From an optimization exercise on the open Yosys and OpenROAD flow, aimed at small area; shortcuts taken in it are not production practice.
No driver is modelled on the clock port, so clocking that relies on it looks cheaper here than on a real chip.

main:
## edge_top
module edge_top (
    input  logic       clk,
    input  logic       reset,
    input  logic       i_byte_valid,
    input  logic [7:0] i_byte,
    output logic       o_out_valid,
    output logic [7:0] o_out_byte,
    output logic       o_frame_done
);
Size: about 330 cells after synthesis, ~160 flip-flops.
==> module edge_top, before the edit <==
module edge_top (
    input  logic       clk,
    input  logic       reset,
    input  logic       i_byte_valid,
    input  logic [7:0] i_byte,
    output logic       o_out_valid,
    output logic [7:0] o_out_byte,
    output logic       o_frame_done
);
    logic [1:0] phase;    
    logic [6:0] pix;      
    logic [9:0] acc;      
    logic [7:0] prev;     
    wire ph_b = phase[1];
    wire ph_g = phase[0];
    wire bw   = i_byte_valid && ph_b;            
    function automatic logic [10:0] radd10(input logic [9:0] a, input logic [9:0] b, input logic ci);
        logic [10:0] r;
        logic c;
        c = ci;
        for (int i = 0; i < 10; i++) begin
            r[i] = a[i] ^ b[i] ^ c;
            c    = (a[i] & b[i]) | (a[i] & c) | (b[i] & c);
        end
        r[10] = c;
        radd10 = r;
    endfunction
    wire        ph_r  = !phase[1] && !phase[0];
    wire        take  = i_byte_valid;
    wire [9:0]  add_a = (take && ph_r) ? 10'd0 : acc;
    wire [9:0]  add_b = !take ? 10'd0 : ph_g ? {1'b0, i_byte, 1'b0} : {2'b00, i_byte};
    wire [10:0] sum_f = radd10(add_a, add_b, 1'b0);
    wire [9:0]  sum   = sum_f[9:0];
    wire [7:0] grey = sum[9:2];
    wire [10:0] d_f = radd10({2'b00, grey}, {2'b11, ~prev}, 1'b1);
    wire [8:0]  d   = d_f[8:0];
    wire       ge25  = d[7] | d[6] | d[5] | (d[4] & d[3] & (d[2] | d[1] | d[0]));
    wire       ge232 = d[7] & d[6] & d[5] & (d[4] | d[3]);
    wire       e     = d[8] ? !ge232 : ge25;
    logic [7:0] pix_c;
    logic [6:0] pix_inc;
    always_comb begin
        pix_c[0] = bw;
        for (int i = 0; i < 7; i++) begin
            pix_inc[i]  = pix[i] ^ pix_c[i];
            pix_c[i+1]  = pix[i] & pix_c[i];
        end
    end
    always_ff @(posedge clk) begin
        if (reset) begin
            phase <= 2'd0;
            pix   <= '0;
        end else begin
            if (i_byte_valid)
                phase <= {phase[0], !(phase[0] || phase[1])};
            pix <= pix_inc;
        end
    end
    always_ff @(posedge clk) begin
        acc <= sum;
        if (bw)
            prev <= grey;
    end
    logic [7:0] rc;
    logic [7:0] out_sr;
    wire        rd     = rc[7];
    wire        active = (rc != 8'd1);
    wire        e0     = pix_c[7];           
    logic [8:0] rc_c;
    logic [7:0] rc_inc;
    always_comb begin
        rc_c[0] = active;
        for (int i = 0; i < 8; i++) begin
            rc_inc[i]  = rc[i] ^ rc_c[i];
            rc_c[i+1]  = rc[i] & rc_c[i];
        end
    end
    always_ff @(posedge clk) begin
        if (reset)
            rc <= 8'd1;
        else if (e0)
            rc <= 8'd124;
        else
            rc <= rc_inc;
    end
    assign o_frame_done = (rc == 8'd0);
    assign o_out_valid  = o_frame_done || (rc[7] && rc[2:0] == 3'd0 && rc[6:3] != 4'd0);
    assign o_out_byte   = out_sr;
    logic x1, x2;
    logic [4:0] s0a;
    logic [7:0] s0b;
    wire wv = bw && (pix[3:0] != 4'd0);
    wire rv = rd && (rc[3:0] != 4'd0);
    always_ff @(posedge clk) begin
        if (bw && pix == 7'd1)
            x1 <= e;
        if (bw && pix == 7'd2)
            x2 <= e;
    end
    wire w0a = bw && (pix[6:3] == 4'd0) && (pix[2] || (pix[1] && pix[0]));
    wire r0a = rd && (rc[6:3] == 4'd0) && (rc[2] || (rc[1] && rc[0]));
    wire w0b = bw && (pix[6:3] == 4'd1);
    wire r0b = rd && (rc[6:3] == 4'd1);
    always_ff @(posedge clk) begin
        if (w0a || r0a)
            s0a <= {e, s0a[4:1]};
        if (w0b || r0b)
            s0b <= {e, s0b[7:1]};
    end
    logic [7:0] lsb;
    assign lsb[0] = rc[3] ? s0b[0] :
                    (rc[2:0] == 3'd1) ? x1 : (rc[2:0] == 3'd2) ? x2 : s0a[0];
    genvar k;
    generate
        for (k = 1; k < 8; k++) begin : g_row
            logic [14:0] s;
            wire wk = wv && (pix[6:4] == k);
            wire rk = rv && (rc[6:4] == k);
            always_ff @(posedge clk) begin
                if (wk || rk)
                    s <= {e, s[14:1]};
            end
            assign lsb[k] = s[0];
        end
    endgenerate
    wire ser = (rc[3:0] != 4'd0) && lsb[rc[6:4]];
    always_ff @(posedge clk)
        out_sr <= {ser, out_sr[7:1]};
endmodule
export LEC_CHECK = 0
export CAP_MARGIN = 0
export CORE_MARGIN = 2
export CORE_UTILIZATION = 40
export SLEW_MARGIN = 0
create_clock -name core_clock -period 10.0 [get_ports {clk}]
standard.sh (not shown) runs the stock make flow with config.mk's settings and CLKGATE_MAP_FILE= SYNTH_SCRIPT=/design/flow/synth_recipe.tcl, a recipe that flattens the netlist after the stock synthesis.
==> flow/flow/run.sh <==
#!/bin/bash
# The standard ORFS layout (standard.sh) with these changes:
#  - synthesis is the standard flow's (synth_recipe.tcl, the same passes and register
#    mapping), but abc maps the logic with an area-oriented script
#    (flow/abc_area.script) through flow/synth.tcl;
#  - port buffers use the smallest buffer (buf_1);
#  - CTS builds its tree from clkbuf_4 (root clkbuf_8) and adds no dummy loads;
#  - after CTS, fixclk.tcl upsizes any clock buffer whose flip-flop clock pins
#    would see a slew over LIMIT_PS (placement parasitics), then legalises.
# Each tool's output goes to a log file of its own in this folder.
set -euo pipefail
export MY_ABC_SCRIPT="$PWD/flow/abc_area.script"
ARGS=(
  "SYNTH_SCRIPT=$PWD/flow/synth.tcl"
  "GPL_KEEP_OVERFLOW=0"
  "BUFFER_PORTS_ARGS=-buffer_cell sky130_fd_sc_hd__buf_1"
  "CTS_ARGS=-sink_clustering_enable -repair_clock_nets -dont_use_dummy_load -root_buf sky130_fd_sc_hd__clkbuf_8 -buf_list sky130_fd_sc_hd__clkbuf_4"
)
bash standard.sh "${ARGS[@]}" cts > make_cts.log 2>&1
R=orfs/results/sky130hd/edge_top/base
PLATFORM_DIR="$FLOW_HOME/platforms/sky130hd" ODB="$R/4_1_cts.odb" SDC="$R/4_cts.sdc" \
  LIMIT_PS=122 DRYRUN=0 openroad -no_init -exit flow/fixclk.tcl > fixclk.log 2>&1
bash standard.sh "${ARGS[@]}" finish > make_finish.log 2>&1
Other scripts of this flow, unchanged in this note and not shown: flow/flow/abc_area.script, flow/flow/fixclk.tcl, flow/flow/synth.tcl
[inputs] the feature branch vs main
--- a/flow/design.v
+++ b/flow/design.v
@@ -93,7 +93,7 @@
     logic [7:0] out_sr;
     wire        rd     = rc[7];
     wire        active = (rc != 8'd1);
-    wire        e0     = pix_c[7];           
+    wire        e0     = bw && (pix == 7'd127);
     logic [8:0] rc_c;
     logic [7:0] rc_inc;
     always_comb begin
## What came out
- Delta (the feature branch minus main): area of the die level, share of the clock period used by the worst path level, number of inserted filler cells in the final layout moved down, maximum frequency from static timing analysis level.
- Cmp the feature branch and main / met2 routing resource usage after global routing / lower: the feature branch
- The feature branch against main: vertical extent of the die flat, xor and xnor fraction of the mapped netlist area flat.
- Going from main to the feature branch, via count shrank slightly.
- Looking at the feature branch and main, the area after synthesis is a wash.
No run of this note included a check of the RTL's function; only the layout flow was run.

-- separate check: timing with driven ports --
How much do the figures lean on ideal ports? The routed layouts below were timed once more, with nothing changed but the port constraints.
Step 1 (the two cells are an assumption about what drives the block):
set clk [get_ports {clk}]
set_driving_cell -lib_cell sky130_fd_sc_hd__clkbuf_16 $clk
set_driving_cell -lib_cell sky130_fd_sc_hd__buf_2 [delete_from_list [all_inputs] $clk]
Step 2 times the ports against the registers' clock, not the clock port: input delays grow and output delays shrink by t, the midpoint of the rising clock arrivals with the driver on.
a / b / c = ideal ports / drivers / drivers and shift; a / b = the first two.
run	shift t [ns]	setup WS [ns]	worst setup path at the end	clock arrival spread, ns	worst slew at a driven data input, ns
main	0.439	1.363 / 1.377 / 0.938	input to register	0.034 / 0.035	0.05
the feature branch	0.443	1.373 / 1.387 / 0.944	input to register	0.038 / 0.038	0.04
After both steps every run listed still meets setup and hold. The setup slack of the feature branch, which loses most, moves by +0.014 ns with the drivers and by -0.429 ns with both steps.
